From an optimization exercise on the open Yosys and OpenROAD flow, aimed at small area, a short achievable clock period and few clock cycles per item; shortcuts taken in it are not production practice. No functional check of the RTL was part of any run shown here.

$ cat flow/run.sh
#!/bin/bash
# synth_recipe.tcl (not shown) runs the flow's synth.tcl, then flattens the netlist and writes it again
# the make line also repeats each setting of config.mk as NAME=value (left out here)
make -C /OpenROAD-flow-scripts/flow DESIGN_CONFIG=/design/flow/config.mk WORK_HOME=/design/flow/orfs CLKGATE_MAP_FILE= SYNTH_SCRIPT=/design/flow/synth_recipe.tcl finish
$ cat flow/config.mk
export PLATFORM = sky130hd
export DESIGN_NAME = led_pattern_generator_unit
export DESIGN_NICKNAME = led_pattern_generator_unit
export VERILOG_FILES = /design/flow/design.v
export SDC_FILE = /design/flow/constraint.sdc
export NUM_CORES = 4
export LEC_CHECK = 0
export CAP_MARGIN = 20
export CORE_MARGIN = 2
export CORE_UTILIZATION = 40
export SLEW_MARGIN = 20
$ cat flow/constraint.sdc
create_clock -name core_clock -period 9.0 [get_ports {clk}]
set_input_delay 1.8000 -clock core_clock [delete_from_list [all_inputs] [get_ports {clk}]]
set_output_delay 1.8000 -clock core_clock [all_outputs]
set_load 0.01 [all_outputs]
$ cat flow/design.v
package lpg_pkg;
    localparam logic [2:0] MODE_OFF     = 3'd0;
    localparam logic [2:0] MODE_ON      = 3'd1;
    localparam logic [2:0] MODE_SLOW    = 3'd2;
    localparam logic [2:0] MODE_FAST    = 3'd3;
    localparam logic [2:0] MODE_BREATHE = 3'd4;
    localparam logic [2:0] CFG_MODE      = 3'd0;
    localparam logic [2:0] CFG_SLOW_ON   = 3'd1;
    localparam logic [2:0] CFG_SLOW_OFF  = 3'd2;
    localparam logic [2:0] CFG_FAST_HALF = 3'd3;
    localparam logic [2:0] CFG_INHALE    = 3'd4;
    localparam logic [2:0] CFG_EXHALE    = 3'd5;
    localparam logic [2:0] CFG_PAUSE     = 3'd6;
    localparam logic [15:0] RST_SLOW_ON   = 16'd50;
    localparam logic [15:0] RST_SLOW_OFF  = 16'd2000;
    localparam logic [15:0] RST_FAST_HALF = 16'd100;
    localparam logic [15:0] RST_INHALE    = 16'd2000;
    localparam logic [15:0] RST_EXHALE    = 16'd2500;
    localparam logic [15:0] RST_PAUSE     = 16'd1200;
    localparam logic [1:0] K_ZERO = 2'd0;   
    localparam logic [1:0] K_FULL = 2'd1;   
    localparam logic [1:0] K_KEEP = 2'd2;   
    localparam logic [1:0] K_DIV  = 2'd3;   
endpackage
module lpg_div_step (
    input  logic [16:0] rem_in,
    input  logic [15:0] den,
    input  logic        next_bit,
    output logic        q,
    output logic [16:0] rem_out
);
    logic [17:0] diff;
    logic [15:0] kept;
    assign diff    = {1'b0, rem_in} - {2'b0, den};
    assign q       = !diff[17];
    assign kept    = q ? diff[15:0] : rem_in[15:0];
    assign rem_out = {kept, next_bit};
endmodule
import lpg_pkg::*;
module led_pattern_generator_unit (
    input  logic        clk,
    input  logic        rst_n,
    input  logic        cfg_we,
    input  logic [2:0]  cfg_index,
    input  logic [15:0] cfg_data,
    input  logic        in_valid,
    output logic        in_ready,
    input  logic [31:0] now_ms,
    output logic        out_valid,
    input  logic        out_ready,
    output logic [9:0]  pwm_level,
    output logic [6:0]  brightness_pct
);
    localparam logic [7:0] DIV_CUT = 8'b0101_0101;
    logic [2:0]  mode_reg;
    logic [15:0] slow_on_reg;
    logic [15:0] slow_off_reg;
    logic [15:0] fast_half_reg;
    logic [15:0] inhale_reg;
    logic [15:0] exhale_reg;
    logic [15:0] pause_reg;
    logic        mode_clear;
    always_ff @(posedge clk or negedge rst_n)
    begin
        if (!rst_n) begin
            mode_reg      <= MODE_OFF;
            slow_on_reg   <= RST_SLOW_ON;
            slow_off_reg  <= RST_SLOW_OFF;
            fast_half_reg <= RST_FAST_HALF;
            inhale_reg    <= RST_INHALE;
            exhale_reg    <= RST_EXHALE;
            pause_reg     <= RST_PAUSE;
        end else if (cfg_we) begin
            case (cfg_index)
                CFG_MODE:      mode_reg      <= cfg_data[2:0];
                CFG_SLOW_ON:   slow_on_reg   <= cfg_data;
                CFG_SLOW_OFF:  slow_off_reg  <= cfg_data;
                CFG_FAST_HALF: fast_half_reg <= cfg_data;
                CFG_INHALE:    inhale_reg    <= cfg_data;
                CFG_EXHALE:    exhale_reg    <= cfg_data;
                CFG_PAUSE:     pause_reg     <= cfg_data;
                default:       ;
            endcase
        end
    end
    assign mode_clear = cfg_we && (cfg_index == CFG_MODE) && (cfg_data[2:0] != mode_reg);
    logic [16:0] ramp_sum_reg;    
    logic [17:0] cycle_reg;       
    logic [23:0] fall_off_reg;    
    always_ff @(posedge clk)
    begin
        ramp_sum_reg <= 17'(inhale_reg) + 17'(exhale_reg);
        cycle_reg    <= 18'(inhale_reg) + 18'(exhale_reg) + 18'(pause_reg);
        fall_off_reg <= 24'(exhale_reg) - 24'd1 - (24'(inhale_reg) * 24'd200);
    end
    logic adv;         
    logic skid_v;
    assign adv      = !skid_v;
    assign in_ready = !skid_v;
    logic [31:0] t0;
    logic        v0;
    always_ff @(posedge clk)
    begin
        if (adv) t0 <= now_ms;
    end
    always_ff @(posedge clk or negedge rst_n)
    begin
        if (!rst_n)   v0 <= 1'b0;
        else if (adv) v0 <= in_valid;
    end
    logic [31:0] last_change_reg;    
    logic        lit_reg;            
    logic [31:0] elapsed;
    logic        touch;
    logic        restart;
    logic [1:0]  kind1;
    assign elapsed = t0 - last_change_reg;
    assign restart = (elapsed > 32'(cycle_reg));
    always_comb
    begin
        touch = 1'b0;
        kind1 = K_KEEP;
        case (mode_reg)
            MODE_OFF: kind1 = K_ZERO;
            MODE_ON:  kind1 = K_FULL;
            MODE_SLOW: begin
                touch = lit_reg ? (elapsed > 32'(slow_on_reg)) : (elapsed > 32'(slow_off_reg));
                kind1 = (lit_reg ^ touch) ? K_FULL : K_ZERO;
            end
            MODE_FAST: begin
                touch = (elapsed >= 32'(fast_half_reg));
                kind1 = (lit_reg ^ touch) ? K_FULL : K_ZERO;
            end
            MODE_BREATHE: begin
                touch = restart;
                kind1 = K_DIV;
            end
            default: ;
        endcase
    end
    always_ff @(posedge clk or negedge rst_n)
    begin
        if (!rst_n) begin
            last_change_reg <= '0;
        end else if (adv && v0 && touch) begin
            last_change_reg <= t0;
        end
    end
    always_ff @(posedge clk or negedge rst_n)
    begin
        if (!rst_n) begin
            lit_reg <= 1'b0;
        end else if (mode_clear) begin
            lit_reg <= 1'b0;
        end else if (adv && v0 && ((mode_reg == MODE_SLOW) || (mode_reg == MODE_FAST))) begin
            lit_reg <= lit_reg ^ touch;
        end
    end
    logic [17:0] e1;
    logic        restart1;
    logic [1:0]  kind1_reg;
    logic        v1;
    always_ff @(posedge clk)
    begin
        if (adv) begin
            e1        <= elapsed[17:0];
            restart1  <= restart;
            kind1_reg <= kind1;
        end
    end
    always_ff @(posedge clk or negedge rst_n)
    begin
        if (!rst_n)   v1 <= 1'b0;
        else if (adv) v1 <= v0;
    end
    logic        below_inh;
    logic        below_ramps;
    logic [23:0] num_rise;
    logic [23:0] num_fall;
    logic [23:0] num2;
    logic        sel2;           
    logic [1:0]  kind2;
    assign below_inh   = (e1 < 18'(inhale_reg));
    assign below_ramps = (e1 < 18'(ramp_sum_reg));
    assign num_rise    = (24'(e1) * 24'd200) + 24'(inhale_reg);
    assign num_fall    = (24'(e1) * 24'd200) + fall_off_reg;
    assign num2        = below_inh ? num_rise : num_fall;
    assign sel2        = below_inh;
    always_comb
    begin
        kind2 = kind1_reg;
        if (kind1_reg == K_DIV) begin
            if (restart1) begin
                if (inhale_reg != 16'd0)      kind2 = K_ZERO;
                else if (exhale_reg != 16'd0) kind2 = K_FULL;
                else                          kind2 = K_KEEP;
            end else if (!below_ramps) begin
                kind2 = K_KEEP;
            end
        end
    end
    logic [16:0] rem_a  [8];
    logic [23:0] num_a  [8];
    logic [6:0]  quo_a  [8];
    logic        sel_a  [8];
    logic [1:0]  kind_a [8];
    logic        v_a    [8];
    logic [16:0] rem_b  [8];
    logic [23:0] num_b  [8];
    logic [6:0]  quo_b  [8];
    logic        sel_b  [8];
    logic [1:0]  kind_b [8];
    logic        v_b    [8];
    assign rem_a[0]  = '0;
    assign num_a[0]  = num2;
    assign quo_a[0]  = '0;
    assign sel_a[0]  = sel2;
    assign kind_a[0] = kind2;
    assign v_a[0]    = v1;
    for (genvar j = 0; j < 8; j++) begin : g_bnd
        if (DIV_CUT[j]) begin : g_reg
            always_ff @(posedge clk)
            begin
                if (adv) begin
                    if (j != 0) rem_b[j] <= rem_a[j];
                    num_b[j]  <= num_a[j];
                    quo_b[j]  <= quo_a[j];
                    sel_b[j]  <= sel_a[j];
                    kind_b[j] <= kind_a[j];
                end
            end
            if (j == 0) begin : g_r0
                assign rem_b[j] = num_b[j][23:7];
            end
            always_ff @(posedge clk or negedge rst_n)
            begin
                if (!rst_n)   v_b[j] <= 1'b0;
                else if (adv) v_b[j] <= v_a[j];
            end
        end else begin : g_wire
            assign rem_b[j]  = (j == 0) ? num_a[j][23:7] : rem_a[j];
            assign num_b[j]  = num_a[j];
            assign quo_b[j]  = quo_a[j];
            assign sel_b[j]  = sel_a[j];
            assign kind_b[j] = kind_a[j];
            assign v_b[j]    = v_a[j];
        end
    end
    for (genvar j = 0; j < 7; j++) begin : g_step
        logic [15:0] den;
        logic        qbit;
        assign den = sel_b[j] ? inhale_reg : exhale_reg;
        lpg_div_step u_step (
            .rem_in   (rem_b[j]),
            .den      (den),
            .next_bit ((j < 6) ? num_b[j][6 - j] : 1'b0),
            .q        (qbit),
            .rem_out  (rem_a[j + 1])
        );
        always_comb
        begin
            quo_a[j + 1]         = quo_b[j];
            quo_a[j + 1][6 - j]  = qbit;
        end
        assign num_a[j + 1]  = num_b[j];
        assign sel_a[j + 1]  = sel_b[j];
        assign kind_a[j + 1] = kind_b[j];
        assign v_a[j + 1]    = v_b[j];
    end
    logic [6:0]  quo_f;
    logic [6:0]  br_sel;
    logic [6:0]  br_fin;
    logic [6:0]  br_reg;     
    logic        v6;
    assign quo_f = quo_a[7];
    always_comb
    begin
        case (kind_a[7])
            K_ZERO:  br_sel = 7'd0;
            K_FULL:  br_sel = 7'd100;
            K_KEEP:  br_sel = br_reg;
            default: br_sel = sel_a[7] ? quo_f : (7'd100 - quo_f);
        endcase
        br_fin = ((mode_reg == MODE_BREATHE) && (br_sel < 7'd10)) ? 7'd10 : br_sel;
    end
    always_ff @(posedge clk or negedge rst_n)
    begin
        if (!rst_n) begin
            br_reg <= '0;
        end else if (mode_clear) begin
            br_reg <= '0;
        end else if (adv && v_a[7]) begin
            br_reg <= br_fin;
        end
    end
    always_ff @(posedge clk or negedge rst_n)
    begin
        if (!rst_n)   v6 <= 1'b0;
        else if (adv) v6 <= v_a[7];
    end
    logic [6:0]  skid_br;
    logic [6:0]  out_br_next;
    logic [9:0]  pwm_lut;
    logic [9:0]  pwm_reg;
    logic [6:0]  pct_reg;
    logic        out_valid_reg;
    logic        out_free;
    assign out_free    = !out_valid_reg || out_ready;
    assign out_br_next = skid_v ? skid_br : br_reg;
    always_comb
    begin
        case (out_br_next)
            7'd0: pwm_lut = 10'd1023;
            7'd1: pwm_lut = 10'd1023;
            7'd2: pwm_lut = 10'd1023;
            7'd3: pwm_lut = 10'd1023;
            7'd4: pwm_lut = 10'd1023;
            7'd5: pwm_lut = 10'd1023;
            7'd6: pwm_lut = 10'd1023;
            7'd7: pwm_lut = 10'd1023;
            7'd8: pwm_lut = 10'd1023;
            7'd9: pwm_lut = 10'd1023;
            7'd10: pwm_lut = 10'd1022;
            7'd11: pwm_lut = 10'd1022;
            7'd12: pwm_lut = 10'd1022;
            7'd13: pwm_lut = 10'd1022;
            7'd14: pwm_lut = 10'd1022;
            7'd15: pwm_lut = 10'd1022;
            7'd16: pwm_lut = 10'd1021;
            7'd17: pwm_lut = 10'd1021;
            7'd18: pwm_lut = 10'd1021;
            7'd19: pwm_lut = 10'd1021;
            7'd20: pwm_lut = 10'd1020;
            7'd21: pwm_lut = 10'd1020;
            7'd22: pwm_lut = 10'd1020;
            7'd23: pwm_lut = 10'd1020;
            7'd24: pwm_lut = 10'd1019;
            7'd25: pwm_lut = 10'd1019;
            7'd26: pwm_lut = 10'd1018;
            7'd27: pwm_lut = 10'd1018;
            7'd28: pwm_lut = 10'd1018;
            7'd29: pwm_lut = 10'd1017;
            7'd30: pwm_lut = 10'd1016;
            7'd31: pwm_lut = 10'd1016;
            7'd32: pwm_lut = 10'd1015;
            7'd33: pwm_lut = 10'd1015;
            7'd34: pwm_lut = 10'd1014;
            7'd35: pwm_lut = 10'd1013;
            7'd36: pwm_lut = 10'd1012;
            7'd37: pwm_lut = 10'd1012;
            7'd38: pwm_lut = 10'd1011;
            7'd39: pwm_lut = 10'd1010;
            7'd40: pwm_lut = 10'd1008;
            7'd41: pwm_lut = 10'd1007;
            7'd42: pwm_lut = 10'd1006;
            7'd43: pwm_lut = 10'd1005;
            7'd44: pwm_lut = 10'd1003;
            7'd45: pwm_lut = 10'd1002;
            7'd46: pwm_lut = 10'd1000;
            7'd47: pwm_lut = 10'd999;
            7'd48: pwm_lut = 10'd997;
            7'd49: pwm_lut = 10'd995;
            7'd50: pwm_lut = 10'd992;
            7'd51: pwm_lut = 10'd990;
            7'd52: pwm_lut = 10'd988;
            7'd53: pwm_lut = 10'd985;
            7'd54: pwm_lut = 10'd982;
            7'd55: pwm_lut = 10'd979;
            7'd56: pwm_lut = 10'd976;
            7'd57: pwm_lut = 10'd973;
            7'd58: pwm_lut = 10'd969;
            7'd59: pwm_lut = 10'd965;
            7'd60: pwm_lut = 10'd960;
            7'd61: pwm_lut = 10'd956;
            7'd62: pwm_lut = 10'd951;
            7'd63: pwm_lut = 10'd946;
            7'd64: pwm_lut = 10'd940;
            7'd65: pwm_lut = 10'd934;
            7'd66: pwm_lut = 10'd927;
            7'd67: pwm_lut = 10'd921;
            7'd68: pwm_lut = 10'd913;
            7'd69: pwm_lut = 10'd905;
            7'd70: pwm_lut = 10'd896;
            7'd71: pwm_lut = 10'd887;
            7'd72: pwm_lut = 10'd877;
            7'd73: pwm_lut = 10'd867;
            7'd74: pwm_lut = 10'd856;
            7'd75: pwm_lut = 10'd843;
            7'd76: pwm_lut = 10'd830;
            7'd77: pwm_lut = 10'd817;
            7'd78: pwm_lut = 10'd802;
            7'd79: pwm_lut = 10'd786;
            7'd80: pwm_lut = 10'd768;
            7'd81: pwm_lut = 10'd750;
            7'd82: pwm_lut = 10'd730;
            7'd83: pwm_lut = 10'd709;
            7'd84: pwm_lut = 10'd687;
            7'd85: pwm_lut = 10'd662;
            7'd86: pwm_lut = 10'd636;
            7'd87: pwm_lut = 10'd609;
            7'd88: pwm_lut = 10'd579;
            7'd89: pwm_lut = 10'd547;
            7'd90: pwm_lut = 10'd512;
            7'd91: pwm_lut = 10'd476;
            7'd92: pwm_lut = 10'd436;
            7'd93: pwm_lut = 10'd394;
            7'd94: pwm_lut = 10'd349;
            7'd95: pwm_lut = 10'd300;
            7'd96: pwm_lut = 10'd248;
            7'd97: pwm_lut = 10'd193;
            7'd98: pwm_lut = 10'd133;
            7'd99: pwm_lut = 10'd69;
            7'd100: pwm_lut = 10'd0;
            default: pwm_lut = 10'd1023;
        endcase
    end
    always_ff @(posedge clk or negedge rst_n)
    begin
        if (!rst_n) begin
            out_valid_reg <= 1'b0;
            skid_v        <= 1'b0;
        end else if (skid_v) begin
            if (out_free) begin
                out_valid_reg <= 1'b1;
                skid_v        <= 1'b0;
            end
        end else if (v6) begin
            if (out_free) begin
                out_valid_reg <= 1'b1;
            end else begin
                skid_v        <= 1'b1;
            end
        end else if (out_ready) begin
            out_valid_reg <= 1'b0;
        end
    end
    always_ff @(posedge clk)
    begin
        if (!skid_v && v6 && !out_free) skid_br <= br_reg;
        if ((skid_v || v6) && out_free) begin
            pwm_reg <= pwm_lut;
            pct_reg <= out_br_next;
        end
    end
    assign out_valid      = out_valid_reg;
    assign pwm_level      = pwm_reg;
    assign brightness_pct = pct_reg;
endmodule
==> summary.txt, run 1 <==
hold worst-path end=num_a[5][1]; CP required=9.34 ns; Async S/R FF share, synth=0.382; Worst Min Path Start=num_a[3][1]; Worst path slowest cell=edfxtp_1; Final setup viols=0; Layout Skew=0.0303 ns; Initial DRC Count=around 1,700; Worst-Margin Slew=about 1.0 ns; post-cts resize count=0; mux share of post-synthesis cell area=0.0715; Synth Flop Type=edfxtp_1; max FFs per register=51; GR Overflow Total=0; clock sink count=between 300 and 400; area delta synth->final=11.0%; CP Capture Type=register; CTS Hold Bufs=0; core area=0.0804 mm²; HP Class=register to register; Post-Synth Adder-Cell Area=0.200; nets=3,978; Die Y=289 µm; TritonRoute pass-1 iters=6; area of the mapped netlist=0.0324 mm²; initial core utilization=0.403; endpoints failing hold=0; first-pass GRT wire length=134,000 µm; EDFF count, synth=about 180; largest family of logic cells by synthesized area=adder cells; worst skew pair latency=around 0.60 ns; post-DR vias/cell=5.50; CTS root buffer=clkbuf_16; DP HPWL=63,000 µm; hold depth=0; number of port buffers=74; startpoint types=register; drt wl/cell=between 15 and 20 µm; Worst-path clk slew=0.07 ns; RSZ-0062 raised after global routing=false; r2r setup slk=2.00 ns; CP Data Arrival Time=7.34 ns; ant diodes=0; run status=timing/DRC/antenna clean; sequential area share after synthesis=0.319; initial antenna violation count=0; cells after synthesis=between 3,000 and 4,000; crit-path max FO=19; Crit. Startpoint=sel_b[0]; post-synthesis compound-gate area fraction=0.178; top achievable clock speed=0.143 GHz; vias in the first global route=24,100; max_cap viols=0; Rows=between 100 and 150; worst reg-to-reg path cell count=22; Vias=24,900; CTS tree=built; fin cells=4,533; worst r2r dst=rem_b[2][14]; Detailed Route WL=83,300 µm; Synthesis Warnings=71; kind of critical path=register to register; fraction of layout cells with a size suffix above 1=0.105; Synth Register Bits=387; Final Critical Period=7.00 ns; Final TNS setup=0 ns; Worst R2R Start=sel_b[0]; fillers=between 7,000 and 8,000; post-CTS setup buffer count=0; gr usage total=0.201; hold_ws=0.410 ns; die area=0.0834 mm²; CTS buffer count=48; crit share post-route=0.777; Rel. slew slack=0.297; area share of and/or/nand/nor cells after synthesis=0.122; Synthesized Nets=a little under 4,000; Slew Viols, Final=0; mean post-synth cell area=9.58 µm²; post-route ant nets=0; largest net degree at the start of global routing=86; xor/xnor cell area share of the yosys netlist=0.0545; die span in x=289 µm; maximum clock path buffer count=3; Remaining DRCs=0; GPL Wtd Cong=0.874; crit-path max cell delay=0.89 ns; number of H-tree levels=2; Unique masters post-synth=roughly 100; dpl cells=4,443; ordered list of cells on the worst path=mux2i_1 > ha_1 > o21a_1 > o21ai_0 > a211oi_1 > nor3_2 > nor3_1 > o41ai_4 > nand2_2 > mux2_2 > inv_1 > ha_1 > nor2b_1 > o21a_1 > o21ai_0 > a211oi_1 > nor4_1 > o31ai_1 > a31o_2 > nand2_1 > nand2_1 > mux2_2; Ports=75
-- Yosys cell counts (9+ instances only) --
master	number	area [µm²]
a211oi_1	27	203
a21boi_0	17	128
a21o_1	65	488
a21oi_1	184	921
a2bb2oi_1	32	280
a31o_2	11	96.3
a31oi_1	34	213
a41oi_1	37	324
and2_1	17	106
and3_1	26	163
buf_2	9	45.0
clkbuf_1	85	319
dfrtp_1	121	3030
dfstp_2	27	709
dfxtp_1	58	1160
edfxtp_1	181	5440
fa_1	51	1020
ha_1	438	5480
inv_1	350	1310
mux2_2	131	1480
mux2i_1	78	781
nand2_1	237	890
nand2b_1	29	181
nand3_1	68	340
nand4_1	22	138
nor2_1	215	807
nor2b_1	47	294
nor3_1	71	355
o2111ai_1	11	96.3
o211ai_1	21	158
o21a_1	46	345
o21ai_0	158	791
o21bai_1	17	128
o311ai_0	9	78.8
o311ai_2	29	472
o31ai_1	14	105
or2_2	12	75.1
or3_1	25	156
xnor2_1	149	1310
xor2_1	53	464
-- placed cells by master (no fill, tap or decap), types with 29 or more instances in the layout --
master / n
xnor2_1: 149
clkdlybuf4s50_1: 73
fa_1: 51
ha_1: 438
nor2b_1: 45
clkbuf_16: 48
nand3_1: 68
nor2_1: 215
nand2b_1: 29
o311ai_2: 29
a41oi_1: 37
edfxtp_1: 181
o21ai_0: 158
nor3_1: 70
a21o_1: 65
mux2_2: 131
xor2_1: 53
a2bb2oi_1: 32
nand2_1: 237
dfxtp_1: 58
buf_4: 29
a21oi_1: 184
a31oi_1: 34
mux2i_1: 76
dfrtp_1: 121
o21a_1: 46
inv_1: 349
-- through the flow --
step                      setup WS, ns   util  area, µm²
after floorplan                   2.68      -      32400
after global placement            2.21  0.427      34300
after detailed placement          2.05  0.427      34300
after CTS                         2.02  0.448      36000
after global routing              1.40  0.448      36000
final                             2.00  0.448      36000
-- how the worst max path moves through the flow --
stage	end	slack, ns	depth (start not counted)
after detailed placement	rem_b[2][14]	2.05	22
after global placement	rem_b[2][3]	2.21	22
after floorplan	rem_b[4][11]	2.68	26
final	rem_b[2][14]	2.00	22
after CTS	rem_b[2][14]	2.02	22
after global routing	rem_b[6][3]	1.40	23
-- final cells by class --
class                      count  area (µm²)  share of cell area
clock buffer                  63        1340              0.0371
clock inverter                27         342             0.00949
inverter                     352        1330              0.0368
multi-input combinational   2540       20400               0.566
sequential                   387       10300               0.287
tap                         1060        1330              0.0368
timing repair buffer         104         971              0.0270
-- critical path: cells and delay by family, from the launching register on --
kind | cells | cell delay, ns
and+or+nand+nor | 7 | 2.09
AOI/OAI and AO/OA | 9 | 1.87
muxes | 3 | 1.15
DFF | 1 | 0.89
adders and majority gates | 2 | 0.64
buffers and inverters | 1 | 0.07
-- routing by layer --
layer,GRT usage,vias up,share of wire
met5,0,-,0
met2,0.329,454,0.46
li1,-,12400,-
met3,0.0265,122,0.041
met1,0.278,12000,0.47
met4,0.0526,0,0.026
-- cell families (layout without fill, tap and decap cells) --
kind of cell	count (synthesis)	count (layout)
compound gates	812	812
simple gates	824	824
fa+ha+maj	489	489
flops	387	387
buf+inv	459	546
xor+xnor	202	202
mux	213	213
==> run 2, diff against run 1 <==
--- a/flow/config.mk
+++ b/flow/config.mk
@@ -7,2 +7,3 @@
 export LEC_CHECK = 0
+export ABC_AREA = 1
 export CAP_MARGIN = 20
==> run 2 against run 1 <==
  * Via count rose by 7.5%
  * First-iteration DRC count rose by 13%
  * Synthesized area fell by 1.7%
  * Clock skew fell by 0.0089 ns
  * Synthesized cell count rose by 21%
  * Worst hold slack improved by 0.0090 ns
  * Register-to-register slack improved by 0.82 ns
  * Utilization barely moved
  * Fmax rose by 13%
  * Critical path type unchanged
  * Highest routed layer unchanged
==> summary.txt, run 2 <==
Rel. slew slack=0.320 (+0.0229); most frequent cells in the layout=nand2_1 (986), inv_1 (617), ha_1 (438); CTS tree=built; CP required=9.34 ns (about the same); Synthesized Nets=4,632 (+18%); endpoints failing hold=0 (unchanged); drt wl/cell=16.5 µm (-10%); Die Y=286 µm (-0.83%); pre-CTS setup slack=2.85 ns (+0.801 ns); Ports=75 (unchanged); die span in x=286 µm (-0.83%); met2 WL post-DR=38,100 µm (-1.3%); Worst-Margin Slew=1.02 ns (-0.0288 ns); Metal-1 WL=41,900 µm (+7.1%); maximum clock path buffer count=3 (unchanged); run status=timing/DRC/antenna clean; TritonRoute pass-1 iters=5 (-1); max_cap viols=0 (unchanged); Unique masters post-synth=67 (-35%); worst skew pair latency=0.61 ns (about the same); RSZ-0062 raised after global routing=false; Final TNS setup=0 ns (unchanged); Vias=26,800 (+7.5%); most common cell in the netlist=nand2_1; area of the mapped netlist=0.0319 mm² (-1.7%); Met3 Routed Length=3940 µm (+14%); final core utilization=0.448 (about the same); number of port buffers=74 (unchanged); mean post-synth cell area=7.80 µm² (-19%); Rows=103 (-0.96%); Final Critical Period=6.18 ns (-0.819 ns); most common cell after layout, fill and taps aside=nand2_1; gr usage total=0.211 (+0.0102); sequential area share after synthesis=0.324 (+0.00545); EDFF count, synth=181 (unchanged); crit-path max FO=33 (+14); area occupied by registers=0.0103 mm² (unchanged); startpoint types=register; Slew Viols, Final=0 (unchanged); fillers=7,909 (+1.6%); clock sink count=387 (unchanged); Synth Flop Type=edfxtp_1; crit share post-route=0.686 (-0.0911); post-DR vias/cell=5.12 (-6.9%); area of the multi-input gates=0.0189 mm² (-7.4%); CTS buffer count=48 (unchanged); CTS Hold Bufs=0 (unchanged); core area=0.0790 mm² (-1.8%); Detailed Route WL=86,300 µm (+3.6%); Initial DRC Count=1,949 (+13%); CP Data Arrival Time=6.52 ns (-0.82 ns); HP Class=register to register; vias in the first global route=25,000 (+3.8%); Synth Register Bits=387 (unchanged); Placement Cell Area=0.0337 mm² (-1.8%); post-route ant nets=0 (unchanged); Top Layer Used=met4; fraction of layout cells with a size suffix above 1=0.0435 (-0.0611); ranking of synthesized cells by area=ha_1 (17%), edfxtp_1 (17%), nand2_1 (12%); GR Overflow Total=0 (unchanged); Final Cell Area=0.0354 mm² (-1.8%); post-cts resize count=0 (unchanged); GPL Wtd Cong=0.914 (+4.6%); kind of critical path=register to register; CTS root buffer=clkbuf_16; Worst-path clk slew=0.06 ns (about the same); number of H-tree levels=2 (unchanged); post-CTS setup buffer count=0 (unchanged); CP Capture Type=register; area delta synth->final=10.9%; min setup slack post-route=2.82 ns (+0.819 ns); cell taking the most area after synthesis=ha_1; Layout Skew=0.0214 ns (-0.00886 ns); largest net degree at the start of global routing=101 (+17%); Synthesis Warnings=71 (unchanged); commonest cells in the netlist=nand2_1 (988), inv_1 (617), ha_1 (438); Final setup viols=0 (unchanged); nets=4,692 (+18%); DP HPWL=67,600 µm (+7.3%); ant diodes=0 (unchanged); initial core utilization=0.404 (about the same); max FFs per register=51 (unchanged); initial antenna violation count=0 (unchanged); Remaining DRCs=0 (unchanged); Async S/R FF share, synth=0.382 (unchanged); cells after synthesis=4,087 (+21%); first-pass GRT wire length=138,000 µm (+3.4%); top achievable clock speed=0.162 GHz (+13%); share of the synthesized area in the top cell type=0.172 (+0.00289); die area=0.0820 mm² (-1.7%)
==> run 2: layout make-up <==
cell class,instances,share of cell area
multi-input combinational,2992,0.533
sequential,387,0.292
inverter,625,0.0665
clock buffer,63,0.0379
tap,1050,0.0372
timing repair buffer,93,0.0250
clock inverter,27,0.00771
==> run 2: logic make-up after synthesis <==
group                      count (synthesis)  share of synthesized area
AOI/OAI and AO/OA                        767                      0.131
xor gates and xnor gates                 208                     0.0571
adders and majority gates                489                      0.204
buffers and inverters                    708                     0.0853
DFF                                      387                      0.324
muxes                                      1                   0.000353
and+or+nand+nor                         1527                      0.198
==> run 2: critical path: stages (launching register included) <==
cell and delay (ns):
edfxtp_1 0.73, o21ai_0 0.75, ha_1 0.42, a21oi_1 0.18, o21ai_0 0.09, a2111oi_0 0.39, nand3_1 0.39, inv_2 0.45
o21ai_0 0.22, ha_1 0.36, inv_1 0.12, nor3_1 0.06, nand2_1 0.07, o211ai_1 0.14, a21boi_1 0.27, o21ai_2 0.10
nand2_1 0.10, o21ai_1 0.09, nand2_1 0.07, nand2_1 0.07, a21oi_2 0.22, buf_4 0.27, nand2_4 0.16, nand2_1 0.12
nand2_1 0.05
==> run 2: through the flow <==
step | hold WS, ns | instances
6_report | 0.419 | 5237
5_1_grt | 0.426 | 5237
4_1_cts | 0.419 | 5237
3_5_place_dp | 0.405 | 5147
3_3_place_gp | 0.402 | 5147
2_1_floorplan | 0.400 | 4087
==> run 2: final timing paths <==
kind / from / endpoint / slack (ns) / cells after the start
worst max-delay path: sel_b[2] / rem_b[4][15] / 2.82 / 24
worst min-delay path: num_a[5][1] / rem_b[6][0] / 0.42 / 0
worst max register to register: sel_b[2] / rem_b[4][15] / 2.82 / 24
worst min register to register: num_a[5][1] / rem_b[6][0] / 0.42 / 0
max in group asynchronous: rst_n / pause_reg[11] / 6.11 / 3
min in group asynchronous: rst_n / out_valid_reg / 1.20 / 1
==> run 2: layer usage <==
layer,up-vias,global-route usage
met2,583,0.333
met3,119,0.0230
met1,12500,0.305
li1,13600,-
met4,0,0.0598
met5,-,0
==> run 3, diff against run 2 <==
--- a/flow/config.mk
+++ b/flow/config.mk
@@ -7,3 +7,3 @@
 export LEC_CHECK = 0
-export ABC_AREA = 1
+export ABC_CLOCK_PERIOD_IN_PS = 4000
 export CAP_MARGIN = 20
@@ -11,2 +11,3 @@
 export CORE_UTILIZATION = 40
+export SETUP_SLACK_MARGIN = 5
 export SLEW_MARGIN = 20
==> run 3 against run 2 <==
  * Still clean on timing, DRC and antenna
  * Utilization rose by 6.4 points
  * Routed wire length grew 8.6%
  * Design area up 16%
  * Synthesized cell count shrank 17%
  * Largest cell class unchanged
==> summary.txt, run 3 <==
maximum clock path buffer count=3 (unchanged); most common cell in the netlist=ha_1; first-pass GRT wire length=143,000 µm (+3.8%); ranking of synthesized cells by area=ha_1 (17%), edfxtp_1 (17%), dfrtp_1 (9.3%); crit-path max FO=11 (-67%); RSZ-0062 raised after global routing=true; Rows=104 (+0.97%); Final Cell Area=0.0411 mm² (+16%); fraction of layout cells with a size suffix above 1=0.262 (+0.219); Rel. slew slack=0.234 (-0.0859); Placement Cell Area=0.0351 mm² (+4.2%); vias in the first global route=25,500 (+2.0%); core area=0.0804 mm² (+1.8%); number of port buffers=74 (unchanged); mean post-synth cell area=9.58 µm² (+23%); endpoints failing hold=0 (unchanged); most frequent cells in the layout=ha_1 (371), inv_1 (325), nand2_1 (227); Final Critical Period=5.47 ns (-0.706 ns); CTS Hold Bufs=0 (unchanged); number of H-tree levels=2 (unchanged); Final setup viols=0 (unchanged); Worst-path clk slew=0.06 ns (about the same); post-route ant nets=0 (unchanged); CP required=9.35 ns (about the same); Synthesis Warnings=71 (unchanged); Synthesized Nets=3,931 (-15%); most common cell after layout, fill and taps aside=ha_1; Detailed Route WL=93,700 µm (+8.6%); initial core utilization=0.403 (about the same); startpoint types=register; die span in x=289 µm (+0.84%); Vias=26,700 (-0.41%); max FFs per register=51 (unchanged); commonest cells in the netlist=ha_1 (438), inv_1 (350), nand2_1 (237); top achievable clock speed=0.183 GHz (+13%); dpl cells=4,442 (-14%); Synth Register Bits=387 (unchanged); CTS tree=built; HP Class=register to register; GR Overflow Total=0 (unchanged); ant diodes=0 (unchanged); Initial DRC Count=1,760 (-9.7%); EDFF count, synth=181 (unchanged); largest net degree at the start of global routing=81 (-20%); crit share post-route=0.608 (-0.0784); CTS root buffer=clkbuf_16; drt wl/cell=19.7 µm (+19%); max_cap viols=0 (unchanged); fin cells=4,763 (-9.1%); clock sink count=387 (unchanged); cells after synthesis=3,386 (-17%); nets=4,209 (-10%); Layout Skew=0.0247 ns (+0.00322 ns); worst reg-to-reg path cell count=21 (-13%); Final TNS setup=0 ns (unchanged); die area=0.0834 mm² (+1.7%); initial antenna violation count=1 (+1); kind of critical path=register to register; CP Data Arrival Time=5.82 ns (-0.70 ns); CP Capture Type=register; Async S/R FF share, synth=0.382 (unchanged); gr usage total=0.218 (+0.00709); Unique masters post-synth=103 (+54%); run status=timing/DRC/antenna clean; Synth Flop Type=edfxtp_1; cell taking the most area after synthesis=ha_1; DP HPWL=63,900 µm (-5.4%); Die Y=289 µm (+0.84%); Slew Viols, Final=0 (unchanged); hold depth=0 (unchanged); sequential area share after synthesis=0.319 (-0.00545); share of the synthesized area in the top cell type=0.169 (-0.00289); Remaining DRCs=0 (unchanged); Ports=75 (unchanged); area delta synth->final=26.7%; TritonRoute pass-1 iters=7 (+2); GPL Wtd Cong=0.871 (-4.7%); worst skew pair latency=0.60 ns (about the same); area of the mapped netlist=0.0324 mm² (+1.7%); CTS buffer count=48 (unchanged); Worst-Margin Slew=1.15 ns (+0.129 ns); post-DR vias/cell=5.60 (+9.5%)
-- run 3: area by class of cell --
type / count / area (µm²)
clock buffers: 67 / 1390
repair buffers: 331 / 3170
well taps: 1060 / 1330
flip-flops and latches: 387 / 10400
clock inverters: 22 / 225
fillers: 7146 / 39300
inverters: 352 / 1360
multi-input cells: 2544 / 23200
-- run 3: logic make-up after synthesis --
| logic type | Yosys count | share of synthesized area |
|---|---|---|
| AOI/OAI and AO/OA | 812 | 0.178 |
| xor gates and xnor gates | 202 | 0.0545 |
| adders and majority gates | 489 | 0.200 |
| buffers and inverters | 459 | 0.0548 |
| DFF | 387 | 0.319 |
| muxes | 213 | 0.0715 |
| and+or+nand+nor | 824 | 0.122 |
-- run 3: what timing repair did --
item,4_1_cts,5_1_grt
endpoints found under the setup margin,118,119
pin swaps,163,135
hold endpoints to repair,0,0
cloned,10,1
buffers inserted,150,70
resized for setup,264,197
-- run 3: layer usage --
layer	track usage	vias up	wire length (µm)
met2	0.361	616	44100
met5	0	-	0
met4	0.0473	0	2170
met1	0.300	13100	42600
li1	-	12900	-
met3	0.0331	121	4790
-- run 3: through the flow --
| stage | hold slack [ns] | worst slack [ns] | utilization |
|---|---|---|---|
| after floorplan | 0.400 | 3.68 | - |
| after global placement | 0.401 | 2.81 | 0.437 |
| after detailed placement | 0.405 | 2.72 | 0.437 |
| after CTS | 0.412 | 3.45 | 0.491 |
| after global routing | 0.427 | 3.38 | 0.511 |
| final | 0.412 | 3.53 | 0.511 |
-- run 3: worst paths after layout --
| check | start | to | slack [ns] |
|---|---|---|---|
| max | sel_b[4] | rem_b[6][3] | 3.53 |
| min | num_a[3][1] | num_a[5][1] | 0.41 |
| max reg2reg | sel_b[4] | rem_b[6][3] | 3.53 |
| min reg2reg | num_a[3][1] | num_a[5][1] | 0.41 |
| max in group asynchronous | rst_n | exhale_reg[13] | 6.62 |
| min in group asynchronous | rst_n | out_valid_reg | 1.21 |
-- run 3: worst max-delay path, stage by stage (launching register included) --
cell and delay (ns):
edfxtp_1 0.49, buf_6 0.15, mux2i_4 0.25, ha_4 0.24, a21o_1 0.18, a21o_1 0.16
a21o_1 0.19, or3_4 0.40, o2111ai_4 0.19, a31oi_2 0.12, a211o_1 0.33, buf_4 0.15
buf_4 0.12, bufbuf_16 0.27, mux2_4 0.32, ha_4 0.23, or3_1 0.36, o21ai_2 0.10
a211oi_2 0.08, o31ai_4 0.34, nand2_4 0.20, mux2_4 0.36
==> run 4, diff against run 3 <==
--- a/flow/design.v
+++ b/flow/design.v
@@ -53,3 +53,3 @@
 );
-    localparam logic [7:0] DIV_CUT = 8'b0101_0101;
+    localparam logic [7:0] DIV_CUT = 8'b0111_1111;
     logic [2:0]  mode_reg;
@@ -86,10 +86,6 @@
     assign mode_clear = cfg_we && (cfg_index == CFG_MODE) && (cfg_data[2:0] != mode_reg);
-    logic [16:0] ramp_sum_reg;    
     logic [17:0] cycle_reg;       
-    logic [23:0] fall_off_reg;    
     always_ff @(posedge clk)
     begin
-        ramp_sum_reg <= 17'(inhale_reg) + 17'(exhale_reg);
-        cycle_reg    <= 18'(inhale_reg) + 18'(exhale_reg) + 18'(pause_reg);
-        fall_off_reg <= 24'(exhale_reg) - 24'd1 - (24'(inhale_reg) * 24'd200);
+        cycle_reg <= 18'(inhale_reg) + 18'(exhale_reg) + 18'(pause_reg);
     end
@@ -116,4 +112,22 @@
     logic [1:0]  kind1;
+    logic [17:0] thr;            
+    logic        thr_eq;         
+    logic [32:0] thr_cmp;
+    logic        cmp;
     assign elapsed = t0 - last_change_reg;
-    assign restart = (elapsed > 32'(cycle_reg));
+    always_comb
+    begin
+        thr_eq = 1'b0;
+        case (mode_reg)
+            MODE_SLOW: thr = lit_reg ? 18'(slow_on_reg) : 18'(slow_off_reg);
+            MODE_FAST: begin
+                thr    = 18'(fast_half_reg);
+                thr_eq = 1'b1;
+            end
+            default:   thr = cycle_reg;
+        endcase
+    end
+    assign thr_cmp = {1'b0, elapsed} + {1'b0, ~{14'd0, thr}} + 33'(thr_eq);
+    assign cmp     = thr_cmp[32];
+    assign restart = cmp;
     always_comb
@@ -125,12 +139,8 @@
             MODE_ON:  kind1 = K_FULL;
-            MODE_SLOW: begin
-                touch = lit_reg ? (elapsed > 32'(slow_on_reg)) : (elapsed > 32'(slow_off_reg));
-                kind1 = (lit_reg ^ touch) ? K_FULL : K_ZERO;
-            end
-            MODE_FAST: begin
-                touch = (elapsed >= 32'(fast_half_reg));
-                kind1 = (lit_reg ^ touch) ? K_FULL : K_ZERO;
+            MODE_SLOW, MODE_FAST: begin
+                touch = cmp;
+                kind1 = (lit_reg ^ cmp) ? K_FULL : K_ZERO;
             end
             MODE_BREATHE: begin
-                touch = restart;
+                touch = cmp;
                 kind1 = K_DIV;
@@ -175,6 +185,8 @@
     end
+    logic [18:0] past_inh;       
+    logic [18:0] past_ramps;     
     logic        below_inh;
     logic        below_ramps;
-    logic [23:0] num_rise;
-    logic [23:0] num_fall;
+    logic [15:0] x2;
+    logic [15:0] d2;
     logic [23:0] num2;
@@ -182,7 +194,10 @@
     logic [1:0]  kind2;
-    assign below_inh   = (e1 < 18'(inhale_reg));
-    assign below_ramps = (e1 < 18'(ramp_sum_reg));
-    assign num_rise    = (24'(e1) * 24'd200) + 24'(inhale_reg);
-    assign num_fall    = (24'(e1) * 24'd200) + fall_off_reg;
-    assign num2        = below_inh ? num_rise : num_fall;
+    assign past_inh    = {1'b0, e1} - {3'b0, inhale_reg};
+    assign below_inh   = past_inh[18];
+    assign past_ramps  = {1'b0, past_inh[17:0]} - {3'b0, exhale_reg};
+    assign below_ramps = below_inh || past_ramps[18];
+    assign x2          = below_inh ? e1[15:0] : past_inh[15:0];
+    assign d2          = below_inh ? inhale_reg : exhale_reg;
+    assign num2        = (24'(x2) << 7) + (24'(x2) << 6) + (24'(x2) << 3) + 24'(d2)
+                         - 24'(!below_inh);
     assign sel2        = below_inh;
--- a/flow/config.mk
+++ b/flow/config.mk
@@ -7,3 +7,3 @@
 export LEC_CHECK = 0
-export ABC_CLOCK_PERIOD_IN_PS = 4000
+export ABC_AREA = 1
 export CAP_MARGIN = 20
==> run 4 against run 3 <==
  * Still clean on timing, DRC and antenna
  * Utilization decreased by 3.1 points
  * Via count decreased by 7.8%
  * Sequential cell count increased by 41
  * Synthesized area decreased by 8.5%
  * Setup slack improved by 0.23 ns
  * Die area decreased by 8.4%
  * Register-to-register slack improved by 0.23 ns
  * Synthesized cell count increased by 5.3%
  * Worst hold slack got worse by 0.021 ns
  * Fmax increased by 4.3%
  * Critical path type unchanged
  * Critical endpoint is now num_b[0][17]
==> summary.txt, run 4 <==
hold_ws=0.391 ns (-0.0213 ns); Final setup viols=0 (unchanged); most common cell after layout, fill and taps aside=nand2_1; fraction of layout cells with a size suffix above 1=0.132 (-0.131); post-route ant nets=0 (unchanged); number of H-tree levels=2 (unchanged); xor/xnor cell area share of the yosys netlist=0.0443 (-0.0103); Slew Viols, Final=0 (unchanged); Synth Flop Type=edfxtp_1; Ports=75 (unchanged); most frequent cells in the layout=nand2_1 (798), inv_1 (391), o21ai_0 (341); Remaining DRCs=0 (unchanged); mux share of post-synthesis cell area=0.00135 (-0.0702); hold depth=0 (unchanged); initial antenna violation count=1 (unchanged); Rel. slew slack=0.287 (+0.0527); crit share post-route=0.583 (-0.0251); top achievable clock speed=0.191 GHz (+4.3%); delay-heaviest family, CP=adder cells; TritonRoute pass-1 iters=5 (-2); fin cells=4,703 (-1.3%); clock sink count=428 (+11%); Layout Skew=0.0410 ns (+0.0163 ns); post-synthesis compound-gate area fraction=0.150 (-0.0282); HP Class=register to register; CP Capture Type=register; cells after synthesis=3,566 (+5.3%); max_cap viols=0 (unchanged); endpoints failing hold=0 (unchanged); startpoint types=register; commonest cells in the netlist=nand2_1 (823), inv_1 (408), o21ai_0 (365); Rows=99 (-4.8%); post-DR vias/cell=5.23 (-6.6%); die span in x=276 µm (-4.3%); worst reg-to-reg path cell count=29 (+38%); maximum clock path buffer count=3 (unchanged); first-pass GRT wire length=129,000 µm (-10%); Unique masters post-synth=62 (-40%); dpl cells=4,515 (+1.6%); most common cell in the netlist=nand2_1; Final TNS setup=0 ns (unchanged); GR Overflow Total=0 (unchanged); crit-path max cell delay=0.54 ns (+0.05 ns); CTS buffer count=49 (+2.1%); die area=0.0764 mm² (-8.4%); EDFF count, synth=259 (+43%); area share of and/or/nand/nor cells after synthesis=0.186 (+0.0639); drt wl/cell=17.7 µm (-10%); mean post-synth cell area=8.32 µm² (-13%); kind of critical path=register to register; fillers=7,032 (-1.6%); nets=4,075 (-3.2%); Post-Synth Adder-Cell Area=0.146 (-0.0549); Detailed Route WL=83,100 µm (-11%); largest family of logic cells by synthesized area=simple AND/OR/NAND/NOR gates; run status=timing/DRC/antenna clean; CP Data Arrival Time=5.59 ns (-0.23 ns); Stages on worst setup path=29 (+38%); Initial DRC Count=1,997 (+13%); core area=0.0732 mm² (-9.0%); crit-path max FO=7 (-4); Worst Min Path Start=num_a[2][5]; Die Y=276 µm (-4.3%); largest net degree at the start of global routing=85 (+4.9%); CTS tree=built; Worst path slowest cell=fa_1; Crit. Startpoint=e1[0]; CTS root buffer=clkbuf_16; worst skew pair latency=0.63 ns (+0.03 ns); ranking of synthesized cells by area=edfxtp_1 (26%), ha_1 (11%), dfrtp_1 (10%); sequential area share after synthesis=0.403 (+0.0841); cell taking the most area after synthesis=edfxtp_1; share of the synthesized area in the top cell type=0.262 (+0.0931); crit-path most repeated cell=inv_2; Worst R2R Start=e1[0]; CP required=9.35 ns (about the same); area delta synth->final=18.4%; WP buf/inv=7 (+3); Worst-path clk slew=0.06 ns (about the same); Synth Register Bits=428 (+11%); Synthesized Nets=3,939 (+0.20%); Worst-Margin Slew=1.07 ns (-0.0817 ns); gr usage total=0.212 (-0.00576); RSZ-0062 raised after global routing=true; max FFs per register=102 (+100%); Synthesis Warnings=37 (-48%); Async S/R FF share, synth=0.353 (-0.0296); DP HPWL=60,100 µm (-5.9%); GPL Wtd Cong=0.903 (+3.7%); vias in the first global route=23,200 (-9.0%); Final Critical Period=5.25 ns (-0.226 ns); initial core utilization=0.405 (+0.00204); Vias=24,600 (-7.8%); number of port buffers=74 (unchanged); area of the mapped netlist=0.0297 mm² (-8.5%)
## run 4: cell count changes in the layout (fill, tap and decap cells not counted), sizes merged, moves of 57 or more
cell | before | now
nand2 | 241 | 838
o21ai | 166 | 401
ha | 438 | 270
buf | 256 | 103
mux2 | 134 | 0
a21oi | 184 | 301
xnor2 | 149 | 55
nor2 | 216 | 297
edfxtp | 181 | 259
mux2i | 78 | 4
inv | 353 | 416
a21o | 65 | 8
## run 4: metal layers
metal / up-vias / global-route usage / part of all wire
met1: 11600 / 0.292 / 0.45
met4: 2 / 0.0574 / 0.031
met5: - / 0 / 0.00016
li1: 12200 / - / -
met2: 641 / 0.351 / 0.47
met3: 156 / 0.0273 / 0.051
## run 4: path summary, 6_finish.rpt
check | endpoint | slack (ns)
max in group asynchronous | exhale_reg[1] | 6.28
worst min register to register | rem_b[2][0] | 0.39
worst max-delay path | num_b[0][17] | 3.75
min in group asynchronous | last_change_reg[14] | 1.23
worst min-delay path | rem_b[2][0] | 0.39
worst max register to register | num_b[0][17] | 3.75
## run 4: cells by family (layout without fill, tap and decap cells)
group | after synthesis | in the layout
and+or+nand+nor | 1326 | 1329
AOI/OAI and AO/OA | 809 | 809
buffers and inverters | 532 | 706
DFF | 428 | 428
adders and majority gates | 317 | 317
xor gates and xnor gates | 150 | 150
muxes | 4 | 4
other | 0 | 1
## run 4: through the flow
step                      worst slack [ns]  utilization  instance area [µm²]
after floorplan                       4.01            -                30000
after global placement                3.04        0.431                31500
final                                 3.75        0.480                35100
after global routing                  3.56        0.480                35100
after detailed placement              2.94        0.431                31500
after CTS                             3.85        0.471                34500
## run 4: cell type report
type / instances / area [µm²] / area share
multi-input combinational: 2609 / 16700 / 0.475
sequential: 428 / 12000 / 0.340
inverter: 434 / 1740 / 0.0496
timing repair buffer: 178 / 1680 / 0.0479
clock buffer: 71 / 1470 / 0.0419
tap: 959 / 1200 / 0.0341
clock inverter: 21 / 382 / 0.0109
timing repair inverter: 2 / 15.0 / 0.000427
antenna: 1 / 2.50 / 0.0000712
## run 4: worst register-to-register path: cells and delay by family (launching register included)
family,cells,cell delay (ns)
adder cells (fa/ha/maj),5,1.83
buffers and inverters,7,0.64
AO/OA/AOI/OAI,6,0.79
AND/OR/NAND/NOR,9,0.88
multiplexers,1,0.35
flip-flops,1,0.41
XOR/XNOR,1,0.11
## run 4: repair_timing
action	CTS	global route
setup buffers	46	40
pin swaps	60	39
hold buffers	0	0
gates cloned	3	4
setup endpoints to repair	126	124
resized for setup	150	73
==> run 5, diff against run 4 <==
--- a/flow/config.mk
+++ b/flow/config.mk
@@ -11,3 +11,2 @@
 export CORE_UTILIZATION = 40
-export SETUP_SLACK_MARGIN = 5
 export SLEW_MARGIN = 20
==> run 5 against run 4 <==
  * Worst hold slack better by 0.016 ns
  * Non-clock buffer count is 87 lower
  * Sequential cell count unchanged
  * Routed wire length decreased by 5.3%
  * Global-route usage fell by 0.65 points
  * Via count is 3.1% lower
  * First-iteration DRC count down 7.0%
  * Fmax shrank 26%
==> summary.txt, run 5 <==
mux share of post-synthesis cell area=0.00135 (unchanged); CTS Hold Bufs=0 (unchanged); top achievable clock speed=0.142 GHz (-26%); Layout Skew=0.0445 ns (+0.00352 ns); CTS root buffer=clkbuf_16; ranking of synthesized cells by area=edfxtp_1 (26%), ha_1 (11%), dfrtp_1 (10%); Initial DRC Count=1,857 (-7.0%); xor/xnor cell area share of the yosys netlist=0.0443 (unchanged); endpoints failing hold=0 (unchanged); initial core utilization=0.405 (unchanged); Final setup viols=0 (unchanged); core area=0.0732 mm² (unchanged); Top Layer Used=met4; first-pass GRT wire length=126,000 µm (-2.7%); crit-path max cell delay=0.64 ns (+0.10 ns); Met3 Routed Length=4010 µm (-4.7%); Worst path slowest cell=dfrtp_1; ant diodes=0 (-1); max_cap viols=0 (unchanged); cell taking the most area after synthesis=edfxtp_1; met2 WL post-DR=36,200 µm (-6.3%); largest family of logic cells by synthesized area=simple AND/OR/NAND/NOR gates; post-CTS setup buffer count=0 (-100%); Vias=23,900 (-3.1%); nets=3,984 (-2.2%); r2r setup slk=1.93 ns (-1.82 ns); DP HPWL=59,300 µm (-1.4%); crit-path most repeated cell=nand2_1; most common cell after layout, fill and taps aside=nand2_1; Synth Register Bits=428 (unchanged); fraction of layout cells with a size suffix above 1=0.0621 (-0.0696); Post-Synth Adder-Cell Area=0.146 (unchanged); share of the synthesized area in the top cell type=0.262 (unchanged); die span in x=276 µm (unchanged); mean post-synth cell area=8.32 µm² (unchanged); Worst-Margin Slew=1.07 ns (+0.00126 ns); number of port buffers=74 (unchanged); Worst-path clk slew=0.06 ns (about the same); area of the mapped netlist=0.0297 mm² (unchanged); drt wl/cell=17.1 µm (-3.5%); startpoint types=register; CP required=9.33 ns (-0.02 ns); CTS tree=built; Synthesis Warnings=37 (unchanged); dpl cells=4,516 (+0.022%); pre-CTS setup slack=2.04 ns (-0.896 ns); RSZ-0062 raised after global routing=false; post-cts resize count=0 (-100%); Slew Viols, Final=0 (unchanged); post-DR vias/cell=5.17 (-1.2%); run status=timing/DRC/antenna clean; worst skew pair latency=0.62 ns (about the same); Async S/R FF share, synth=0.353 (unchanged); kind of critical path=register to register; TritonRoute pass-1 iters=6 (+1); Metal-1 WL=36,200 µm (-3.8%); fin cells=4,612 (-1.9%); HP Class=register to register; Final TNS setup=0 ns (unchanged); post-route ant nets=0 (unchanged); CP Capture Type=register; Rel. slew slack=0.288 (+0.000881); GR Overflow Total=0 (unchanged); largest net degree at the start of global routing=91 (+7.1%); crit share post-route=0.785 (+0.202); crit-path max FO=39 (+32); Unique masters post-synth=62 (unchanged); Synthesized Nets=3,939 (unchanged); fillers=7,168 (+1.9%); min setup slack post-route=1.93 ns (-1.82 ns); maximum clock path buffer count=3 (unchanged); Placement Cell Area=0.0313 mm² (-0.79%); clock sink count=428 (unchanged); area share of and/or/nand/nor cells after synthesis=0.186 (unchanged); most frequent cells in the layout=nand2_1 (821), inv_1 (408), o21ai_0 (365); Detailed Route WL=78,700 µm (-5.3%); CTS buffer count=50 (+2.0%); gr usage total=0.206 (-0.00646); Remaining DRCs=0 (unchanged); post-synthesis compound-gate area fraction=0.150 (unchanged); Ports=75 (unchanged); GPL Wtd Cong=0.919 (+1.7%); area delta synth->final=11.4%; most common cell in the netlist=nand2_1; Die Y=276 µm (unchanged); commonest cells in the netlist=nand2_1 (823), inv_1 (408), o21ai_0 (365); die area=0.0764 mm² (unchanged); vias in the first global route=22,600 (-2.6%); Synth Flop Type=edfxtp_1; cells after synthesis=3,566 (unchanged); EDFF count, synth=259 (unchanged); initial antenna violation count=0 (-1); sequential area share after synthesis=0.403 (unchanged); Final Critical Period=7.07 ns (+1.82 ns); max FFs per register=102 (unchanged); number of H-tree levels=2 (unchanged); Rows=99 (unchanged); CP Data Arrival Time=7.39 ns (+1.80 ns); Final Cell Area=0.0330 mm² (-6.0%)
==> run 5: path summary, 6_finish.rpt <==
check / startpoint / to / cells after the start
worst max register to register: inhale_reg[0] / num_b[0][20] / 28
worst min-delay path: num_a[2][1] / num_a[3][1] / 0
min in group asynchronous: rst_n / last_change_reg[18] / 1
worst max-delay path: inhale_reg[0] / num_b[0][20] / 28
max in group asynchronous: rst_n / skid_v / 2
worst min register to register: num_a[2][1] / num_a[3][1] / 0
==> run 5: critical path: cells and delay by family, from the launching register on <==
kind,cells,cell delay (ns)
buf+inv,4,0.99
flops,1,0.64
fa+ha+maj,5,1.92
simple gates,9,0.84
xor+xnor,1,0.15
compound gates,9,2.23
==> run 5: layout make-up <==
| cell class | count | area, µm² | area share |
|---|---|---|---|
| multi-input combinational | 2606 | 15600 | 0.474 |
| sequential | 428 | 12000 | 0.362 |
| inverter | 434 | 1640 | 0.0495 |
| clock buffer | 69 | 1440 | 0.0437 |
| tap | 959 | 1200 | 0.0363 |
| timing repair buffer | 91 | 875 | 0.0265 |
| clock inverter | 25 | 295 | 0.00893 |
==> run 5: cells by family (layout without fill, tap and decap cells) <==
family / count (synthesis) / after routing
buffers and inverters: 532 / 619
flip-flops: 428 / 428
multiplexers: 4 / 4
adder cells (fa/ha/maj): 317 / 317
XOR/XNOR: 150 / 150
AO/OA/AOI/OAI: 809 / 809
AND/OR/NAND/NOR: 1326 / 1326
==> run 5: through the flow <==
stage,utilization,hold slack (ns)
after floorplan,-,0.400
after global placement,0.427,0.400
after detailed placement,0.427,0.405
after CTS,0.451,0.393
after global routing,0.451,0.409
final,0.451,0.406
==> run 5: per-layer routing <==
layer  track usage  vias to the layer above
met4        0.0584                        0
met5             0                        -
met3        0.0263                      120
li1              -                    12100
met1         0.286                    11100
met2         0.336                      572
==> run 6, diff against run 5 <==
--- a/flow/design.v
+++ b/flow/design.v
@@ -53,3 +53,3 @@
 );
-    localparam logic [7:0] DIV_CUT = 8'b0111_1111;
+    localparam logic [7:0] DIV_CUT = 8'b1111_1111;
     logic [2:0]  mode_reg;
@@ -108,11 +108,9 @@
     logic        lit_reg;            
-    logic [31:0] elapsed;
+    logic [17:0] thr;                
+    logic        thr_eq;             
+    logic [32:0] t_ge_l;             
+    logic [33:0] t_cmp;              
+    logic        cmp;                
     logic        touch;
-    logic        restart;
     logic [1:0]  kind1;
-    logic [17:0] thr;            
-    logic        thr_eq;         
-    logic [32:0] thr_cmp;
-    logic        cmp;
-    assign elapsed = t0 - last_change_reg;
     always_comb
@@ -129,5 +127,6 @@
     end
-    assign thr_cmp = {1'b0, elapsed} + {1'b0, ~{14'd0, thr}} + 33'(thr_eq);
-    assign cmp     = thr_cmp[32];
-    assign restart = cmp;
+    assign t_ge_l = {1'b0, t0} - {1'b0, last_change_reg};
+    assign t_cmp  = {2'b0, t0} + {2'b0, ~last_change_reg} + {2'b0, ~{14'd0, thr}}
+                    + 34'd1 + 34'(thr_eq);
+    assign cmp    = t_ge_l[32] ? t_cmp[32] : t_cmp[33];
     always_comb
@@ -168,3 +167,14 @@
     end
-    logic [17:0] e1;
+    logic [18:0] e_lo;
+    logic [19:0] p_lo;
+    logic        below_inh;          
+    logic [15:0] x1;                 
+    assign e_lo      = {1'b0, t0[17:0]} + {1'b0, ~last_change_reg[17:0]} + 19'd1;
+    assign p_lo      = {2'b0, t0[17:0]} + {2'b0, ~last_change_reg[17:0]} + {4'hF, ~inhale_reg}
+                       + 20'd2;
+    assign below_inh = e_lo[18] ? (p_lo[19:18] == 2'b00) : (p_lo[19:18] == 2'b11);
+    assign x1        = below_inh ? e_lo[15:0] : p_lo[15:0];
+    logic [15:0] x1_reg;
+    logic        below_inh1;
+    logic        big1;               
     logic        restart1;
@@ -175,5 +185,7 @@
         if (adv) begin
-            e1        <= elapsed[17:0];
-            restart1  <= restart;
-            kind1_reg <= kind1;
+            x1_reg     <= x1;
+            below_inh1 <= below_inh;
+            big1       <= (p_lo[17:16] != 2'b00);
+            restart1   <= cmp;
+            kind1_reg  <= kind1;
         end
@@ -185,20 +197,10 @@
     end
-    logic [18:0] past_inh;       
-    logic [18:0] past_ramps;     
-    logic        below_inh;
     logic        below_ramps;
-    logic [15:0] x2;
     logic [15:0] d2;
     logic [23:0] num2;
-    logic        sel2;           
     logic [1:0]  kind2;
-    assign past_inh    = {1'b0, e1} - {3'b0, inhale_reg};
-    assign below_inh   = past_inh[18];
-    assign past_ramps  = {1'b0, past_inh[17:0]} - {3'b0, exhale_reg};
-    assign below_ramps = below_inh || past_ramps[18];
-    assign x2          = below_inh ? e1[15:0] : past_inh[15:0];
-    assign d2          = below_inh ? inhale_reg : exhale_reg;
-    assign num2        = (24'(x2) << 7) + (24'(x2) << 6) + (24'(x2) << 3) + 24'(d2)
-                         - 24'(!below_inh);
-    assign sel2        = below_inh;
+    assign below_ramps = below_inh1 || (!big1 && (x1_reg < exhale_reg));
+    assign d2          = below_inh1 ? inhale_reg : exhale_reg;
+    assign num2        = (24'(x1_reg) << 7) + (24'(x1_reg) << 6) + (24'(x1_reg) << 3)
+                         + 24'(d2) - 24'(!below_inh1);
     always_comb
@@ -231,3 +233,3 @@
     assign quo_a[0]  = '0;
-    assign sel_a[0]  = sel2;
+    assign sel_a[0]  = below_inh1;
     assign kind_a[0] = kind2;
@@ -288,7 +290,8 @@
     logic [6:0]  br_reg;     
-    logic        v6;
-    assign quo_f = quo_a[7];
+    logic        v7;
+    assign quo_f = quo_b[7];
+    assign v7    = v_b[7];
     always_comb
     begin
-        case (kind_a[7])
+        case (kind_b[7])
             K_ZERO:  br_sel = 7'd0;
@@ -296,3 +299,3 @@
             K_KEEP:  br_sel = br_reg;
-            default: br_sel = sel_a[7] ? quo_f : (7'd100 - quo_f);
+            default: br_sel = sel_b[7] ? quo_f : (7'd100 - quo_f);
         endcase
@@ -306,3 +309,3 @@
             br_reg <= '0;
-        end else if (adv && v_a[7]) begin
+        end else if (adv && v7) begin
             br_reg <= br_fin;
@@ -310,7 +313,2 @@
     end
-    always_ff @(posedge clk or negedge rst_n)
-    begin
-        if (!rst_n)   v6 <= 1'b0;
-        else if (adv) v6 <= v_a[7];
-    end
     logic [6:0]  skid_br;
@@ -323,3 +321,3 @@
     assign out_free    = !out_valid_reg || out_ready;
-    assign out_br_next = skid_v ? skid_br : br_reg;
+    assign out_br_next = skid_v ? skid_br : br_fin;
     always_comb
@@ -441,3 +439,3 @@
             end
-        end else if (v6) begin
+        end else if (v7) begin
             if (out_free) begin
@@ -453,4 +451,4 @@
     begin
-        if (!skid_v && v6 && !out_free) skid_br <= br_reg;
-        if ((skid_v || v6) && out_free) begin
+        if (!skid_v && v7 && !out_free) skid_br <= br_fin;
+        if ((skid_v || v7) && out_free) begin
             pwm_reg <= pwm_lut;
--- a/flow/config.mk
+++ b/flow/config.mk
@@ -11,2 +11,3 @@
 export CORE_UTILIZATION = 40
+export SETUP_SLACK_MARGIN = 5
 export SLEW_MARGIN = 20
==> run 6 against run 5 <==
  * Still clean
  * Via count increased by 0.93%
  * Fmax increased by 79%
  * Synthesized cell count decreased by 2.8%
  * Global-route usage increased by 0.26 points
==> summary.txt, run 6 <==
run status=timing/DRC/antenna clean; cell taking the most area after synthesis=edfxtp_1; DP HPWL=57,500 µm (-3.1%); fillers=7,113 (-0.77%); Unique masters post-synth=55 (-11%); worst skew pair latency=0.61 ns (about the same); max_cap viols=0 (unchanged); vias in the first global route=22,700 (+0.51%); area of the mapped netlist=0.0303 mm² (+2.0%); first-pass GRT wire length=127,000 µm (+1.2%); maximum clock path buffer count=3 (unchanged); Rel. slew slack=0.175 (-0.113); WP buf/inv=6 (+2); ranking of synthesized cells by area=edfxtp_1 (27%), ha_1 (13%), dfrtp_1 (10%); area of the multi-input gates=0.0165 mm² (+5.2%); most common cell after layout, fill and taps aside=nand2_1; Placement Cell Area=0.0319 mm² (+1.9%); Final setup viols=0 (unchanged); crit-path max cell delay=0.45 ns (-0.19 ns); Ports=75 (unchanged); RSZ-0062 raised after global routing=true; GR Overflow Total=0 (unchanged); initial core utilization=0.405 (about the same); CTS Hold Bufs=0 (unchanged); top achievable clock speed=0.253 GHz (+79%); mean post-synth cell area=8.73 µm² (+5.0%); Final TNS setup=0 ns (unchanged); Synthesis Warnings=25 (-32%); core area=0.0747 mm² (+2.0%); endpoints failing hold=0 (unchanged); area occupied by registers=0.0123 mm² (+2.6%); Layout Skew=0.0332 ns (-0.0113 ns); initial antenna violation count=1 (+1); Remaining DRCs=0 (unchanged); Synth Flop Type=edfxtp_1; Final Cell Area=0.0347 mm² (+5.0%); drt wl/cell=18.1 µm (+6.3%); post-DR vias/cell=5.28 (+2.1%); clock sink count=438 (+2.3%); CP required=9.48 ns (+0.15 ns); crit-path most repeated cell=nand2_1; sequential area share after synthesis=0.405 (+0.00205); die area=0.0779 mm² (+2.0%); cells after synthesis=3,465 (-2.8%); share of the synthesized area in the top cell type=0.267 (+0.00480); HP Class=register to register; number of H-tree levels=2 (unchanged); Rows=100 (+1.0%); Synth Register Bits=438 (+2.3%); delay-heaviest family, CP=simple AND/OR/NAND/NOR gates; Final Critical Period=3.95 ns (-3.12 ns); max FFs per register=102 (unchanged); CP Capture Type=register; largest net degree at the start of global routing=196 (+120%); EDFF count, synth=269 (+3.9%); Worst-path clk slew=0.06 ns (about the same); CTS buffer count=49 (-2.0%); Slew Viols, Final=0 (unchanged); crit share post-route=0.439 (-0.346); Die Y=279 µm (+0.98%); CTS tree=built; TritonRoute pass-1 iters=8 (+2); startpoint types=register; nets=3,999 (+0.38%); Worst-Margin Slew=1.24 ns (+0.169 ns); die span in x=279 µm (+0.98%); kind of critical path=register to register; Detailed Route WL=82,600 µm (+5.0%); most frequent cells in the layout=nand2_1 (723), inv_1 (395), o21ai_0 (363); CP Data Arrival Time=4.43 ns (-2.96 ns); Initial DRC Count=1,962 (+5.7%); Async S/R FF share, synth=0.345 (-0.00805); post-route ant nets=0 (unchanged); number of port buffers=74 (unchanged); gr usage total=0.208 (+0.00261); commonest cells in the netlist=nand2_1 (729), inv_1 (398), o21ai_0 (371); CTS root buffer=clkbuf_16; fraction of layout cells with a size suffix above 1=0.0867 (+0.0245); Vias=24,100 (+0.93%); Synthesized Nets=3,917 (-0.56%); area delta synth->final=14.6%; GPL Wtd Cong=0.906 (-1.5%); most common cell in the netlist=nand2_1; Worst path slowest cell=fa_1; crit-path max FO=8 (-79%)
[run 6: timing repair]
action                                  4_1_cts  5_1_grt
pin swaps                                     9       17
gates resized for setup                      61       59
setup buffers                                13       22
endpoints found under the setup margin       81      109
cloned                                        8        4
[run 6: per-stage QoR]
step	hold slack (ns)	cells	utilization	setup slack, ns
3_5_place_dp	0.405	4417	0.427	4.23
5_1_grt	0.418	4557	0.464	4.85
6_report	0.409	4558	0.464	5.05
3_3_place_gp	0.401	4417	0.427	4.27
2_1_floorplan	0.400	3465	-	5.10
4_1_cts	0.407	4530	0.457	4.90
[run 6: layout make-up]
cell class              instances  area share
multi-input cells            2508       0.475
well taps                     969      0.0349
clock buffers                  67      0.0418
clock inverters                25      0.0110
flip-flops and latches        438       0.354
inverters                     422      0.0479
diodes                          1   0.0000721
repair inverters                4    0.000974
repair buffers                124      0.0351
[run 6: worst paths after layout]
path	start	to	slack [ns]	cells past startpoint
min in group asynchronous	rst_n	last_change_reg[21]	1.17	1
min	num_a[5][2]	rem_b[5][0]	0.41	0
max	mode_reg[1]	last_change_reg[3]	5.05	25
min reg2reg	num_a[5][2]	rem_b[5][0]	0.41	0
max reg2reg	mode_reg[1]	last_change_reg[3]	5.05	25
max in group asynchronous	rst_n	exhale_reg[3]	6.58	2
[run 6: cells by family (layout without fill, tap and decap cells)]
family | count (synthesis) | after routing | share of synthesized area
other | 0 | 1 | 0
adders and majority gates | 396 | 396 | 0.184
AOI/OAI and AO/OA | 808 | 809 | 0.145
buffers and inverters | 525 | 642 | 0.0674
xor gates and xnor gates | 132 | 132 | 0.0382
DFF | 438 | 438 | 0.405
and+or+nand+nor | 1166 | 1171 | 0.161
[run 6: layer usage]
layer / global-route usage / wire [µm]
met5: 0 / 13
met4: 0.0653 / 2490
met3: 0.0399 / 5350
met2: 0.335 / 37600
met1: 0.284 / 37100

[re-timing with driven ports]
In the flow no input, the clock included, has a driving cell. The finished layouts below were timed again as built, in two steps. Step 1 sets driving cells, clkbuf_16 on the clock port and buf_2 on the other inputs (assumed; they add their load-dependent delay and slew). Step 2 times the ports against the registers' clock, not the clock port: input delays grow and output delays shrink by t, the midpoint of the rising clock arrivals with the driver on. a / b / c = ideal / step 1 / step 2; a / b = the first two.
run | t, ns | setup slack, ns | cell pins on the clock port's net
run 1 | 0.652 | 2.003 / 2.003 / 2.003 | 1
run 2 | 0.661 | 2.823 / 2.823 / 2.823 | 1
run 3 | 0.655 | 3.529 / 3.529 / 3.529 | 1
run 4 | 0.680 | 3.755 / 3.755 / 3.755 | 1
run 5 | 0.663 | 1.933 / 1.933 / 1.933 | 1
run 6 | 0.668 | 5.049 / 5.049 / 5.049 | 1
After both steps setup and hold are still met in every run listed.
